Source: an optimization exercise on an open RTL-to-GDS flow (aim: small area, a short achievable clock period and few clock cycles per item). Production flows keep margins and buffers that such runs may drop. No functional check of the RTL was part of any run shown here.

## config.mk

```make
export PLATFORM = sky130hd
export DESIGN_NAME = modular_exponentiation
export DESIGN_NICKNAME = modular_exponentiation
export VERILOG_FILES = /design/flow/design.v
export SDC_FILE = /design/flow/constraint.sdc
export NUM_CORES = 4
export LEC_CHECK = 0
export CAP_MARGIN = 20
export CORE_MARGIN = 2
export CORE_UTILIZATION = 40
export SLEW_MARGIN = 20
```

## design.v

```verilog
`default_nettype none
package mexp_pkg;
    localparam int WIDTH = 32;
    localparam int CNT_W = $clog2(WIDTH);
    localparam int SW    = WIDTH + 2;
    typedef logic [WIDTH-1:0] word_t;
    typedef logic [SW-1:0]    sword_t;
    typedef logic [CNT_W-1:0] cnt_t;
    typedef logic [1:0]       cfg_index_t;
    localparam cfg_index_t REG_MODULUS  = 2'd0;
    localparam cfg_index_t REG_EXPONENT = 2'd1;
    localparam word_t MODULUS_RESET  = word_t'(3233) << 20;
    localparam cnt_t  MSHIFT_RESET   = cnt_t'(20);
    localparam word_t EXPONENT_RESET = word_t'(17);
    typedef enum logic [2:0] {
        ST_IDLE,
        ST_RSTEP,
        ST_RCONV,
        ST_PSTEP,
        ST_PCONV,
        ST_FIN,
        ST_SHIFT,
        ST_DONE
    } state_t;
endpackage
`default_nettype wire
`default_nettype none
module mexp_ctrl (
    input  wire logic            clk,
    input  wire logic            rst_n,
    input  wire logic            in_valid,
    output logic                 in_ready,
    output logic                 out_valid,
    input  wire logic            out_ready,
    input  wire logic            busy,
    input  wire logic            special,
    input  wire mexp_pkg::cnt_t  mshift,
    output logic                 load,
    output logic                 load_special,
    output logic                 rstep,
    output logic                 conv,
    output logic                 pconv,
    output logic                 conv_d,
    output logic                 pconv_d,
    output logic                 shift,
    output mexp_pkg::cnt_t       bit_idx,
    output mexp_pkg::cnt_t       pass_idx
);
    mexp_pkg::state_t state_reg;
    mexp_pkg::cnt_t   j_reg;
    mexp_pkg::cnt_t   k_reg;
    logic             conv_d_reg;
    logic             pconv_d_reg;
    logic             accept;
    logic             rconv;
    logic             fin;
    logic             step_last;
    logic             pass_last;
    assign in_ready     = (state_reg == mexp_pkg::ST_IDLE) && !busy;
    assign out_valid    = (state_reg == mexp_pkg::ST_DONE);
    assign accept       = in_valid && in_ready;
    assign load         = accept && !special;
    assign load_special = accept && special;
    assign rstep        = (state_reg == mexp_pkg::ST_RSTEP);
    assign rconv        = (state_reg == mexp_pkg::ST_RCONV);
    assign pconv        = (state_reg == mexp_pkg::ST_PCONV);
    assign fin          = (state_reg == mexp_pkg::ST_FIN);
    assign shift        = (state_reg == mexp_pkg::ST_SHIFT);
    assign conv         = rconv || pconv;
    assign conv_d       = conv_d_reg;
    assign pconv_d      = pconv_d_reg;
    assign bit_idx      = j_reg;
    assign pass_idx     = k_reg;
    assign step_last    = (j_reg == (rstep ? '0 : mshift));
    assign pass_last    = (k_reg == '1);
    always_ff @(posedge clk or negedge rst_n)
    begin
        if (!rst_n)
        begin
            state_reg   <= mexp_pkg::ST_IDLE;
            conv_d_reg  <= 1'b0;
            pconv_d_reg <= 1'b0;
        end
        else
        begin
            conv_d_reg  <= conv;
            pconv_d_reg <= pconv;
            unique case (state_reg)
                mexp_pkg::ST_IDLE:
                begin
                    if (accept)
                    begin
                        state_reg <= special ? mexp_pkg::ST_DONE : mexp_pkg::ST_RSTEP;
                    end
                end
                mexp_pkg::ST_RSTEP:
                begin
                    if (step_last)
                    begin
                        state_reg <= mexp_pkg::ST_RCONV;
                    end
                end
                mexp_pkg::ST_RCONV:
                begin
                    state_reg <= mexp_pkg::ST_PSTEP;
                end
                mexp_pkg::ST_PSTEP:
                begin
                    if (step_last)
                    begin
                        state_reg <= mexp_pkg::ST_PCONV;
                    end
                end
                mexp_pkg::ST_PCONV:
                begin
                    state_reg <= pass_last ? mexp_pkg::ST_FIN : mexp_pkg::ST_PSTEP;
                end
                mexp_pkg::ST_FIN:
                begin
                    state_reg <= (mshift == '0) ? mexp_pkg::ST_DONE : mexp_pkg::ST_SHIFT;
                end
                mexp_pkg::ST_SHIFT:
                begin
                    if (j_reg == '0)
                    begin
                        state_reg <= mexp_pkg::ST_DONE;
                    end
                end
                mexp_pkg::ST_DONE:
                begin
                    if (out_ready)
                    begin
                        state_reg <= mexp_pkg::ST_IDLE;
                    end
                end
                default:
                begin
                    state_reg <= mexp_pkg::ST_IDLE;
                end
            endcase
        end
    end
    always_ff @(posedge clk)
    begin
        if (load)
        begin
            j_reg <= mshift;
        end
        else if (conv)
        begin
            j_reg <= '1;
        end
        else if (fin)
        begin
            j_reg <= mshift - 1'b1;
        end
        else
        begin
            j_reg <= j_reg - 1'b1;
        end
        if (rconv)
        begin
            k_reg <= '0;
        end
        else if (pconv_d_reg)
        begin
            k_reg <= k_reg + 1'b1;
        end
    end
endmodule
`default_nettype wire
`default_nettype none
module mexp_csstep (
    input  wire mexp_pkg::sword_t sa,
    input  wire mexp_pkg::sword_t sb,
    input  wire logic             a,
    input  wire mexp_pkg::word_t  b,
    input  wire mexp_pkg::word_t  n,
    output mexp_pkg::sword_t      sa_next,
    output mexp_pkg::sword_t      sb_next
);
    logic [34:0] p;
    logic [34:0] r;
    logic [34:0] t;
    logic [34:0] x;
    logic [34:0] y;
    logic [34:0] v;
    logic [34:0] s2;
    logic [34:0] c2;
    logic        cin;
    logic [6:0]  xt;
    logic [6:0]  yt;
    logic [3:0]  nt;
    logic [6:0]  d0;
    logic [6:0]  d1;
    logic [6:0]  d2;
    logic        ge0;
    logic        ge1;
    logic        ge2;
    assign p = {sa, 1'b0};
    assign r = {sb, 1'b0};
    assign t = {3'b000, b & {32{a}}};
    assign x = p ^ r ^ t;
    assign y = {((p[33:0] & r[33:0]) | (p[33:0] & t[33:0]) | (r[33:0] & t[33:0])), 1'b0};
    assign xt  = x[34:28];
    assign yt  = y[34:28];
    assign nt  = n[31:28];
    assign d0  = xt + yt + 7'd3;
    assign d1  = xt + yt + {3'b111, ~nt} + 7'd4;
    assign d2  = xt + yt + {2'b11, ~nt, 1'b1} + 7'd4;
    assign ge0 = !d0[6];
    assign ge1 = !d1[6];
    assign ge2 = !d2[6];
    always_comb
    begin
        if (ge2)
        begin
            v   = ~{2'b00, n, 1'b0};
            cin = 1'b1;
        end
        else if (ge1)
        begin
            v   = ~{3'b000, n};
            cin = 1'b1;
        end
        else if (ge0)
        begin
            v   = '0;
            cin = 1'b0;
        end
        else
        begin
            v   = {3'b000, n};
            cin = 1'b0;
        end
    end
    assign s2 = x ^ y ^ v;
    assign c2 = (x & y) | (x & v) | (y & v);
    assign sa_next = s2[mexp_pkg::SW-1:0];
    assign sb_next = {c2[mexp_pkg::SW-2:0], cin};
endmodule
module mexp_csconv (
    input  wire mexp_pkg::sword_t sa,
    input  wire mexp_pkg::sword_t sb,
    input  wire mexp_pkg::word_t  n,
    output mexp_pkg::word_t       res
);
    mexp_pkg::sword_t c0;
    mexp_pkg::sword_t c1;
    mexp_pkg::sword_t u;
    mexp_pkg::sword_t w;
    mexp_pkg::sword_t nn;
    assign nn = {2'b00, n};
    assign c0 = sa + sb;
    assign u  = sa ^ sb ^ nn;
    assign w  = {((sa[32:0] & sb[32:0]) | (sa[32:0] & nn[32:0]) | (sb[32:0] & nn[32:0])), 1'b0};
    assign c1 = u + w;
    assign res = c0[mexp_pkg::SW-1] ? c1[mexp_pkg::WIDTH-1:0] : c0[mexp_pkg::WIDTH-1:0];
endmodule
`default_nettype wire
`default_nettype none
module modular_exponentiation (
    input  wire logic                  clk,
    input  wire logic                  rst_n,
    input  wire logic                  in_valid,
    output logic                       in_ready,
    input  wire mexp_pkg::word_t       message,
    output logic                       out_valid,
    input  wire logic                  out_ready,
    output mexp_pkg::word_t            power_result,
    input  wire logic                  cfg_valid,
    output logic                       cfg_ready,
    input  wire mexp_pkg::cfg_index_t  cfg_index,
    input  wire mexp_pkg::word_t       cfg_data
);
    mexp_pkg::word_t  modulus_reg;
    mexp_pkg::cnt_t   mshift_reg;
    mexp_pkg::word_t  exponent_reg;
    mexp_pkg::word_t  base_reg;
    mexp_pkg::word_t  acc_reg;
    logic             acc_one_reg;
    mexp_pkg::sword_t sqa_reg;
    mexp_pkg::sword_t sqb_reg;
    mexp_pkg::sword_t mla_reg;
    mexp_pkg::sword_t mlb_reg;
    logic             sq_bit_reg;
    logic             ml_bit_reg;
    logic             busy;
    logic             special;
    logic             load;
    logic             load_special;
    logic             rstep;
    logic             conv;
    logic             pconv;
    logic             conv_d;
    logic             pconv_d;
    logic             shift;
    mexp_pkg::cnt_t   bit_idx;
    mexp_pkg::cnt_t   pass_idx;
    mexp_pkg::cnt_t   next_idx;
    logic             exp_bit;
    logic             copy;
    logic             take;
    mexp_pkg::sword_t sqa_next;
    mexp_pkg::sword_t sqb_next;
    mexp_pkg::sword_t mla_next;
    mexp_pkg::sword_t mlb_next;
    mexp_pkg::sword_t cva;
    mexp_pkg::sword_t cvb;
    mexp_pkg::word_t  cv_res;
    mexp_pkg::word_t  acc_new;
    assign cfg_ready = 1'b1;
    always_ff @(posedge clk or negedge rst_n)
    begin
        if (!rst_n)
        begin
            modulus_reg  <= mexp_pkg::MODULUS_RESET;
            mshift_reg   <= mexp_pkg::MSHIFT_RESET;
            exponent_reg <= mexp_pkg::EXPONENT_RESET;
        end
        else
        begin
            if (cfg_valid && (cfg_index == mexp_pkg::REG_MODULUS))
            begin
                modulus_reg <= cfg_data;
                mshift_reg  <= '0;
            end
            else if (busy)
            begin
                modulus_reg <= {modulus_reg[mexp_pkg::WIDTH-2:0], 1'b0};
                mshift_reg  <= mshift_reg + 1'b1;
            end
            if (cfg_valid && (cfg_index == mexp_pkg::REG_EXPONENT))
            begin
                exponent_reg <= cfg_data;
            end
        end
    end
    assign busy    = !modulus_reg[mexp_pkg::WIDTH-1] && (modulus_reg != '0);
    assign special = (modulus_reg == '0) || (exponent_reg == '0);
    mexp_ctrl u_ctrl (
        .clk          (clk),
        .rst_n        (rst_n),
        .in_valid     (in_valid),
        .in_ready     (in_ready),
        .out_valid    (out_valid),
        .out_ready    (out_ready),
        .busy         (busy),
        .special      (special),
        .mshift       (mshift_reg),
        .load         (load),
        .load_special (load_special),
        .rstep        (rstep),
        .conv         (conv),
        .pconv        (pconv),
        .conv_d       (conv_d),
        .pconv_d      (pconv_d),
        .shift        (shift),
        .bit_idx      (bit_idx),
        .pass_idx     (pass_idx)
    );
    assign exp_bit  = exponent_reg[pass_idx];
    assign next_idx = bit_idx - 1'b1;
    mexp_csstep u_sq (
        .sa      (sqa_reg),
        .sb      (sqb_reg),
        .a       (sq_bit_reg),
        .b       (base_reg),
        .n       (modulus_reg),
        .sa_next (sqa_next),
        .sb_next (sqb_next)
    );
    mexp_csstep u_ml (
        .sa      (mla_reg),
        .sb      (mlb_reg),
        .a       (ml_bit_reg),
        .b       (base_reg),
        .n       (modulus_reg),
        .sa_next (mla_next),
        .sb_next (mlb_next)
    );
    assign cva = pconv_d ? mla_reg : sqa_reg;
    assign cvb = pconv_d ? mlb_reg : sqb_reg;
    mexp_csconv u_conv (
        .sa  (cva),
        .sb  (cvb),
        .n   (modulus_reg),
        .res (cv_res)
    );
    assign copy    = pconv && exp_bit && acc_one_reg;
    assign take    = pconv_d && exp_bit && !acc_one_reg;
    assign acc_new = take ? cv_res : acc_reg;
    always_ff @(posedge clk)
    begin
        if (load)
        begin
            sqa_reg <= mexp_pkg::sword_t'(message[mexp_pkg::WIDTH-1:1]);
            sqb_reg <= '0;
        end
        else if (conv)
        begin
            sqa_reg <= '0;
            sqb_reg <= '0;
        end
        else
        begin
            sqa_reg <= sqa_next;
            sqb_reg <= sqb_next;
        end
        if (conv_d)
        begin
            mla_reg <= '0;
            mlb_reg <= '0;
        end
        else
        begin
            mla_reg <= mla_next;
            mlb_reg <= mlb_next;
        end
        if (load)
        begin
            base_reg <= mexp_pkg::word_t'(1);
        end
        else if (conv)
        begin
            base_reg <= cv_res;
        end
        if (load_special)
        begin
            acc_reg <= mexp_pkg::word_t'(modulus_reg != '0);
        end
        else if (copy)
        begin
            acc_reg <= base_reg;
        end
        else if (take)
        begin
            acc_reg <= cv_res;
        end
        else if (shift)
        begin
            acc_reg <= {1'b0, acc_reg[mexp_pkg::WIDTH-1:1]};
        end
        if (load)
        begin
            acc_one_reg <= 1'b1;
        end
        else if (pconv_d && exp_bit)
        begin
            acc_one_reg <= 1'b0;
        end
        if (load)
        begin
            sq_bit_reg <= message[0];
        end
        else if (conv)
        begin
            sq_bit_reg <= cv_res[mexp_pkg::WIDTH-1];
        end
        else if (rstep)
        begin
            sq_bit_reg <= 1'b0;
        end
        else
        begin
            sq_bit_reg <= base_reg[next_idx];
        end
        if (conv_d)
        begin
            ml_bit_reg <= acc_new[mexp_pkg::WIDTH-1];
        end
        else
        begin
            ml_bit_reg <= acc_reg[bit_idx];
        end
    end
    assign power_result = acc_reg;
endmodule
`default_nettype wire
```

## run.sh

```bash
#!/bin/bash
# synth_recipe.tcl (not shown) runs the flow's synth.tcl, then flattens the netlist and writes it again
# the make line also repeats each setting of config.mk as NAME=value (left out here)
make -C /OpenROAD-flow-scripts/flow DESIGN_CONFIG=/design/flow/config.mk WORK_HOME=/design/flow/orfs CLKGATE_MAP_FILE= SYNTH_SCRIPT=/design/flow/synth_recipe.tcl finish
```

## constraint.sdc

```tcl
create_clock -name core_clock -period 6.5 [get_ports {clk}]
set_input_delay 1.3000 -clock core_clock [delete_from_list [all_inputs] [get_ports {clk}]]
set_output_delay 1.3000 -clock core_clock [all_outputs]
set_load 0.01 [all_outputs]
```

==> key figures, run 1 <==
Outcome
  • Outcome: complete, no violations

Clocking
  • Post-cts hold buffer count: 0
  • CTS sink count: 287
  • Post-CTS setup buffer count: 0
  • Buffers from clock root to sink, at most: 3
  • Clock tree from TritonCTS: yes
  • Latest clock arrival within the worst-skew pair: 0.57 ns
  • # H-tree levels: 2
  • Post-cts repair resize count: 0
  • CTS Buf Count: 36
  • Reg clk slew, reported paths: 0.06 ns
  • Clk Tree Root Cell: clkbuf_16

Logic synthesis
  • Main combinational cell family by area after synthesis: adder cells
  • Synthesized netlist net count: 2672
  • Asr flop ratio synth: 25.78%
  • Proportion of synthesized area in mux cells: 9.695%
  • Post-synth EDFFs: 32
  • Yosys top cell area share: 16.33%
  • Ranking of synthesized cells by area: dfxtp_1 (16%), fa_1 (14%), dfrtp_1 (7.3%), ha_1 (6.6%), mux2_2 (4.6%)
  • Synth warnings: 3
  • FF+latch count, synth: 287
  • Post-synthesis cell type count: 85
  • Post-synthesis sequential area ratio: 29.06%
  • Post-synth top area cell: dfxtp_1
  • Gate Count Post-Synth: 2325
  • Most frequently used cell type in the post-synthesis netlist: nand2_1
  • Post-Synth Simple-Gate Area: 14.57%
  • Synth Area per Inst: 9.541 um^2
  • Most common flop cell mapped by yosys: dfxtp_1
  • Xor and xnor area share after synthesis: 3.491%
  • Adder-Cell Fraction of Synth Area: 20.95%
  • Most instantiated cells after synthesis: nand2_1 (212), dfxtp_1 (181), fa_1 (159)
  • Post-synthesis compound-gate area fraction: 17.89%
  • Synth Cell Area: 22180 um^2

Cells and area
  • Proportion of layout cells with a drive suffix above 1: 10.67%
  • Area grow syn2layout: 12.76%
  • Nets: 2681
  • Final design instance area without fill: 25020 um^2
  • Final core area utilization: 45.49%

GRT
  • Number of antenna violations at the first check in global routing: 0
  • GRT Residual Overflow: 0
  • Wire length of the first global-routing pass: 106.8 mm
  • Number of global-route vias before repair: 17590
  • Maximum number of pins on one net before global-route repair: 89
  • Global routing usage summed across all routing layers: 24.58%

Die
  • Die Wd: 239.5 um
  • Overall die area: 57360 um^2
  • Row Count: 86
  • Starting density of the core: 40.34%
  • Area of the placeable core: 54990 um^2
  • Vertical die dimension: 239.5 um
  • Number of top-level pins: 106

Timing
  • Setup repair after global routing missed its margin: no
  • Min Clock Period, post-route: 5.522 ns
  • Max Freq: 181.1 MHz
  • Worst hold slack after final layout: 0.5149 ns
  • Final count of pins violating max slew: 0
  • Ratio of final minimum period to clock period: 84.95%
  • Setup skew after layout: 0.02922 ns
  • Actual transition at the worst max-transition pin: 1.115 ns
  • Sum of negative setup slack: 0 ns
  • Number of failing setup endpoints in the final timing report: 0
  • Slew headroom: 25.36%
  • Final Hold Fails: 0

Critical path
  • Setup slack on the worst flop-to-flop path: 0.98 ns
  • Count of cells along the worst register-to-register path: 20
  • Crit path launch type: register
  • Reg2reg end: mla_reg[29]
  • Critical path data arrival time: 5.93 ns
  • Largest fanout on the critical path: 31
  • Critical Setup Path Class: reg -> reg
  • CP endpoint kind: register
  • Worst endpoint required time: 6.90 ns
  • Reg2Reg Launch Point: ml_bit_reg

Job
  • Count of max-cap constraint violations: 0

Place
  • Sum of net half-perimeters after detailed placement: 54.89 mm
  • Gp weighted congestion: 0.9536
  • Post-detailed-placement cell area: 23830 um^2
  • Count of input and output buffers: 104

Hold path
  • Worst min-delay path category: reg -> reg
  • Worst-case hold path end point: acc_one_reg
  • Hold Path Cell Cnt: 1
  • Hold path startpoint: acc_one_reg

Routing
  • Initial DRT Pass Iterations: 5
  • Initial DRC count: 1413
  • Routed Wire Length: 69.99 mm
  • Routed length per placed instance: 22.51 um
  • Post-route antenna net violation count: 0
  • Via/cell ratio: 5.710
  • Residual DRC count: 0
  • Total vias in the final route: 17760
[worst max path at each step]
stage	startpoint	end	slack, ns	cells past startpoint
after detailed placement	ml_bit_reg	mla_reg[29]	1.01	20
after global placement	base_reg[28]	mla_reg[3]	1.09	20
after global routing	ml_bit_reg	mla_reg[29]	0.62	20
after CTS	ml_bit_reg	mla_reg[29]	0.98	20
final	ml_bit_reg	mla_reg[29]	0.98	20
after floorplan	ml_bit_reg	mla_reg[10]	1.43	20
[layout make-up]
cell class | instances | area (um^2)
Clock inverter | 20 | 224.0
Antenna cell | 1 | 2.502
Sequential cell | 287 | 6450
Fill cell | 5301 | 29970
Multi-Input combinational cell | 1795 | 14850
Inverter | 80 | 300.3
Tap cell | 748 | 935.9
Timing Repair Buffer | 134 | 1301
Clock buffer | 45 | 954.7
[critical path: stages (launching register included)]
cell      delay [ns]
dfxtp_1         0.37
and2_1          0.20
fa_1            0.54
ha_1            0.19
inv_1           0.07
fa_1            0.45
inv_1           0.07
a21oi_1         0.07
o21bai_1        0.21
xor2_1          0.32
ha_1            0.30
ha_1            0.27
a21o_1          0.16
a21oi_1         0.38
or2_2           0.25
o221ai_1        0.13
o21a_1          0.16
buf_4           0.24
a221o_1         0.36
fa_1            0.48
nor2b_1         0.14
[per-layer routing]
metal	vias to the layer above	routed length [um]	global-route usage, %
li1	8269	-	-
met1	8791	32700	35.61
met2	607	30320	37.21
met3	91	5181	4.564
met4	0	1794	7.197
met5	-	0	0
[through the flow]
| stage | setup slack, ns | std cells |
|---|---|---|
| 2_1_floorplan | 1.426 | 2325 |
| 3_3_place_gp | 1.087 | 3044 |
| 3_5_place_dp | 1.008 | 3044 |
| 4_1_cts | 0.9820 | 3109 |
| 5_1_grt | 0.6250 | 3109 |
| 6_report | 0.9784 | 3110 |
[placed cells by master, fill, tap and decap left out, types with 10 or more instances in the layout]
| cell type | instances |
|---|---|
| buf_4 | 28 |
| a211oi_1 | 59 |
| o21ai_0 | 139 |
| fa_1 | 159 |
| o21bai_1 | 10 |
| nor2_1 | 104 |
| clkbuf_16 | 36 |
| inv_1 | 79 |
| ha_1 | 117 |
| dfrtp_1 | 63 |
| xnor2_1 | 39 |
| a21oi_1 | 137 |
| o211ai_1 | 13 |
| nand4_1 | 18 |
| nor4_1 | 20 |
| mux4_2 | 30 |
| o21ai_1 | 18 |
| mux2i_1 | 44 |
| edfxtp_1 | 32 |
| nand2b_1 | 18 |
| nand2_1 | 212 |
| and2_1 | 96 |
| and3_1 | 15 |
| nor3_1 | 28 |
| nor2b_1 | 84 |
| o22ai_1 | 54 |
| dfxtp_1 | 181 |
| clkdlybuf4s50_1 | 103 |
| o21a_1 | 23 |
| a21o_1 | 61 |
| xor2_1 | 42 |
| nand3_1 | 21 |
| mux2_2 | 91 |
[cells by family after synthesis]
| group | Yosys count |
|---|---|
| AOI/OAI and AO/OA | 618 |
| DFF | 287 |
| xor gates and xnor gates | 86 |
| other | 1 |
| and+or+nand+nor | 648 |
| adders and majority gates | 276 |
| muxes | 166 |
| buffers and inverters | 243 |
==> run 2: changes to the inputs <==
--- a/config.mk
+++ b/config.mk
@@ -8,4 +8,5 @@
 export CAP_MARGIN = 20
 export CORE_MARGIN = 2
 export CORE_UTILIZATION = 40
+export SETUP_SLACK_MARGIN = 2.0
 export SLEW_MARGIN = 20
==> run 2 against run 1 <==
Sequential cell count unchanged. Worst hold slack improved by 0.0084 ns. Via count increased by 6.2%. Die area unchanged. Routed wire length increased by 14%. Maximum frequency increased by 11%. Global-route usage increased by 2.7 points. Final cell count increased by 3.7%. Worst setup slack improved by 0.57 ns. Critical path type unchanged. Core utilization increased by 5.8 points. Synthesized cell count unchanged. Highest routed layer unchanged.
==> key figures, run 2 <==
Cells and area
  • Area grow syn2layout: 27.08%
  • Final design instance area without fill: 28190 um^2 (+13%)
  • Proportion of layout cells with a drive suffix above 1: 26.95% (+16 points)
  • Most common cell after layout, fill and taps aside: nand2_1
  • Final Instance Count excl. Fillers: 3225 (+3.7%)
  • Nets: 2793 (+4.2%)
  • Number of fillers in the final layout: 4831 (-8.9%)
  • Commonest cells after routing, fill and taps aside: nand2_1 (207), dfxtp_1 (176), o21ai_0 (105), a21oi_1 (103), clkdlybuf4s50_1 (103)

Routing
  • Initial DRT Pass Iterations: 5 (unchanged)
  • Routed length per placed instance: 24.79 um (+10%)
  • Total vias in the final route: 18870 (+6.2%)
  • Residual DRC count: 0 (unchanged)
  • Routed Wire Length: 79.95 mm (+14%)
  • Via/cell ratio: 5.850 (+2.5%)
  • Post-route antenna net violation count: 0 (unchanged)
  • Initial DRC count: 1780 (+26%)

Critical path
  • Reg2Reg Launch Point: ml_bit_reg
  • Count of cells along the worst register-to-register path: 22 (+10%)
  • Largest fanout on the critical path: 15 (-52%)
  • Setup slack on the worst flop-to-flop path: 1.54 ns (+0.57 ns)
  • Worst endpoint required time: 6.94 ns (+0.04 ns)
  • Reg2reg end: mla_reg[21]
  • Critical path data arrival time: 5.40 ns (-0.53 ns)
  • CP endpoint kind: register
  • Critical Setup Path Class: reg -> reg
  • Crit path launch type: register

Timing
  • Min Clock Period, post-route: 4.955 ns (-0.5663 ns)
  • Final count of pins violating max slew: 0 (unchanged)
  • Sum of negative setup slack: 0 ns (unchanged)
  • Setup skew after layout: 0.03343 ns (+0.004209 ns)
  • Final Hold Fails: 0 (unchanged)
  • Worst hold slack after final layout: 0.5234 ns (+0.008442 ns)
  • Number of failing setup endpoints in the final timing report: 0 (unchanged)
  • Setup repair after global routing missed its margin: yes
  • Slew headroom: 27.73% (+2.4 points)
  • Ratio of final minimum period to clock period: 76.24% (-8.7 points)
  • Max Freq: 201.8 MHz (+11%)
  • Actual transition at the worst max-transition pin: 1.079 ns (-0.03548 ns)

Logic synthesis
  • Most common flop cell mapped by yosys: dfxtp_1
  • Post-Synth Simple-Gate Area: 14.57% (unchanged)
  • Gate Count Post-Synth: 2325 (unchanged)
  • Synth Cell Area: 22180 um^2 (unchanged)
  • Post-synthesis sequential area ratio: 29.06% (unchanged)
  • Post-synthesis cell type count: 85 (unchanged)
  • Post-synth top area cell: dfxtp_1
  • Most instantiated cells after synthesis: nand2_1 (212), dfxtp_1 (181), fa_1 (159)
  • Synth Area per Inst: 9.541 um^2 (unchanged)
  • Proportion of synthesized area in mux cells: 9.695% (unchanged)
  • Yosys top cell area share: 16.33% (unchanged)
  • Post-synthesis compound-gate area fraction: 17.89% (unchanged)
  • Asr flop ratio synth: 25.78% (unchanged)
  • Most frequently used cell type in the post-synthesis netlist: nand2_1
  • Synth warnings: 3 (unchanged)
  • Adder-Cell Fraction of Synth Area: 20.95% (unchanged)
  • Main combinational cell family by area after synthesis: adder cells
  • Xor and xnor area share after synthesis: 3.491% (unchanged)
  • Post-synth EDFFs: 32 (unchanged)
  • Ranking of synthesized cells by area: dfxtp_1 (16%), fa_1 (14%), dfrtp_1 (7.3%), ha_1 (6.6%), mux2_2 (4.6%)
  • Synthesized netlist net count: 2672 (unchanged)
  • FF+latch count, synth: 287 (unchanged)

Outcome
  • Outcome: complete, no violations

Place
  • Sum of net half-perimeters after detailed placement: 55.01 mm (+0.22%)
  • Count of input and output buffers: 104 (unchanged)
  • Placed Cells: 3048 (+0.13%)
  • Post-detailed-placement cell area: 23900 um^2 (+0.26%)
  • Gp weighted congestion: 0.9714 (+1.9%)

GRT
  • Wire length of the first global-routing pass: 117.0 mm (+9.6%)
  • Number of global-route vias before repair: 18690 (+6.3%)
  • Global routing usage summed across all routing layers: 27.30% (+2.7 points)
  • Maximum number of pins on one net before global-route repair: 86 (-3.4%)
  • GRT Residual Overflow: 0 (unchanged)
  • Number of antenna violations at the first check in global routing: 4 (+4)

Hold path
  • Worst min-delay path category: reg -> reg
  • Worst-case hold path end point: acc_one_reg
  • Hold Path Cell Cnt: 1 (unchanged)
  • Hold path startpoint: acc_one_reg

Die
  • Number of top-level pins: 106 (unchanged)
  • Starting density of the core: 40.34% (unchanged)
  • Row Count: 86 (unchanged)
  • Vertical die dimension: 239.5 um (unchanged)
  • Die Wd: 239.5 um (unchanged)
  • Overall die area: 57360 um^2 (unchanged)
  • Area of the placeable core: 54990 um^2 (unchanged)

Clocking
  • Reg clk slew, reported paths: 0.06 ns (about the same)
  • Latest clock arrival within the worst-skew pair: 0.59 ns (+0.02 ns)
  • Clk Tree Root Cell: clkbuf_16
  • CTS sink count: 287 (unchanged)
  • Post-cts hold buffer count: 0 (unchanged)
  • CTS Buf Count: 37 (+2.8%)
  • # H-tree levels: 2 (unchanged)
  • Buffers from clock root to sink, at most: 3 (unchanged)
  • Clock tree from TritonCTS: yes

Job
  • Count of max-cap constraint violations: 0 (unchanged)
## run 2: cell counts after synthesis
Identical to the previous run, type by type.
## run 2: cell families (layout without fill, tap and decap cells)
family | count (synthesis) | count (layout)
adder cells (fa/ha/maj) | 276 | 276
AO/OA/AOI/OAI | 618 | 619
multiplexers | 166 | 166
buffers and inverters | 243 | 391
XOR/XNOR | 86 | 86
flip-flops | 287 | 287
other | 1 | 3
AND/OR/NAND/NOR | 648 | 649
## run 2: worst max-delay path by stage
| stage | from | to | slack (ns) |
|---|---|---|---|
| finish | ml_bit_reg | mla_reg[21] | 1.54 |
| floorplan | ml_bit_reg | mla_reg[29] | 1.73 |
| global route | ml_bit_reg | mla_reg[21] | 1.37 |
| global placement | ml_bit_reg | mla_reg[9] | 1.07 |
| CTS | sq_bit_reg | sqa_reg[8] | 1.66 |
| detailed placement | ml_bit_reg | mla_reg[11] | 0.90 |
## run 2: critical path: stages, from the launching register on
cell and delay (ns):
dfxtp_4 0.36, and2_4 0.14, fa_1 0.53, ha_2 0.20, inv_2 0.05, fa_2 0.41, inv_2 0.08, a21oi_2 0.05
o21bai_2 0.22, xor2_2 0.19, ha_1 0.25, ha_1 0.27, a21o_1 0.19, a21oi_4 0.22, buf_4 0.15, nor2b_1 0.05
mux2i_4 0.16, buf_12 0.15, clkbuf_16 0.19, o22ai_1 0.11, a21o_1 0.23, fa_1 0.46, nor2b_1 0.13
## run 2: area by class of cell
class                      instances  area [um^2]  share of cell area [%]
tap                              748        935.9                   3.320
clock inverter                    16        214.0                  0.7589
sequential                       287         6472                   22.96
timing repair buffer             243         2833                   10.05
multi-input combinational       1797        16360                   58.03
inverter                          80        309.0                   1.096
antenna                            2        5.005                 0.01775
clock buffer                      52         1064                   3.772
## run 2: routing by layer
| layer | track usage [%] | vias to the layer above | part of all wire (%) |
|---|---|---|---|
| met5 | 0 | - | 0 |
| met1 | 37.91 | 9363 | 43 |
| li1 | - | 8502 | - |
| met3 | 4.817 | 177 | 8.0 |
| met4 | 10.89 | 0 | 4.1 |
| met2 | 42.17 | 824 | 45 |
## run 2: repair_timing
action,in CTS,in global routing
pin swaps,81,64
setup buffers,65,23
endpoints found under the setup margin,202,192
resized for setup,221,234
gates cloned,15,4
## run 2: stage by stage
stage               setup WS (ns)  util, %
finish                      1.545    51.27
global route                1.369    51.26
CTS                         1.662    49.10
detailed placement         0.9011    43.46
global placement            1.066    43.46
floorplan                   1.734        -

## static timing again, ports no longer ideal
Ports are ideal in the flow. The routed layouts listed here were re-timed in OpenROAD.
Step 1 sets driving cells, clkbuf_16 on the clock port and buf_2 on the other inputs (assumed; they add their load-dependent delay and slew).
Step 2 adds t to the input delays and takes it off the output delays; t is the mean of the earliest and latest rising clock arrival at the registers after step 1. Input paths then give back, and output paths get back, about the clock's delay inside the block.
Three values: no drivers, after step 1, after step 2; two values: the first two.
| run | t, ns | setup WS [ns] | hold WS [ns] | worst register clock-pin slew, ns | worst slew at a driven data input, ns |
|---|---|---|---|---|---|
| run 1 | 0.611 | 0.978 / 0.978 / 0.978 | 0.515 / 0.515 / 0.515 | 0.07 / 0.07 | 0.06 |
| run 2 | 0.639 | 1.545 / 1.545 / 1.545 | 0.523 / 0.519 / 0.523 | 0.07 / 0.07 | 0.04 |
After both steps setup and hold are still met in every run listed.
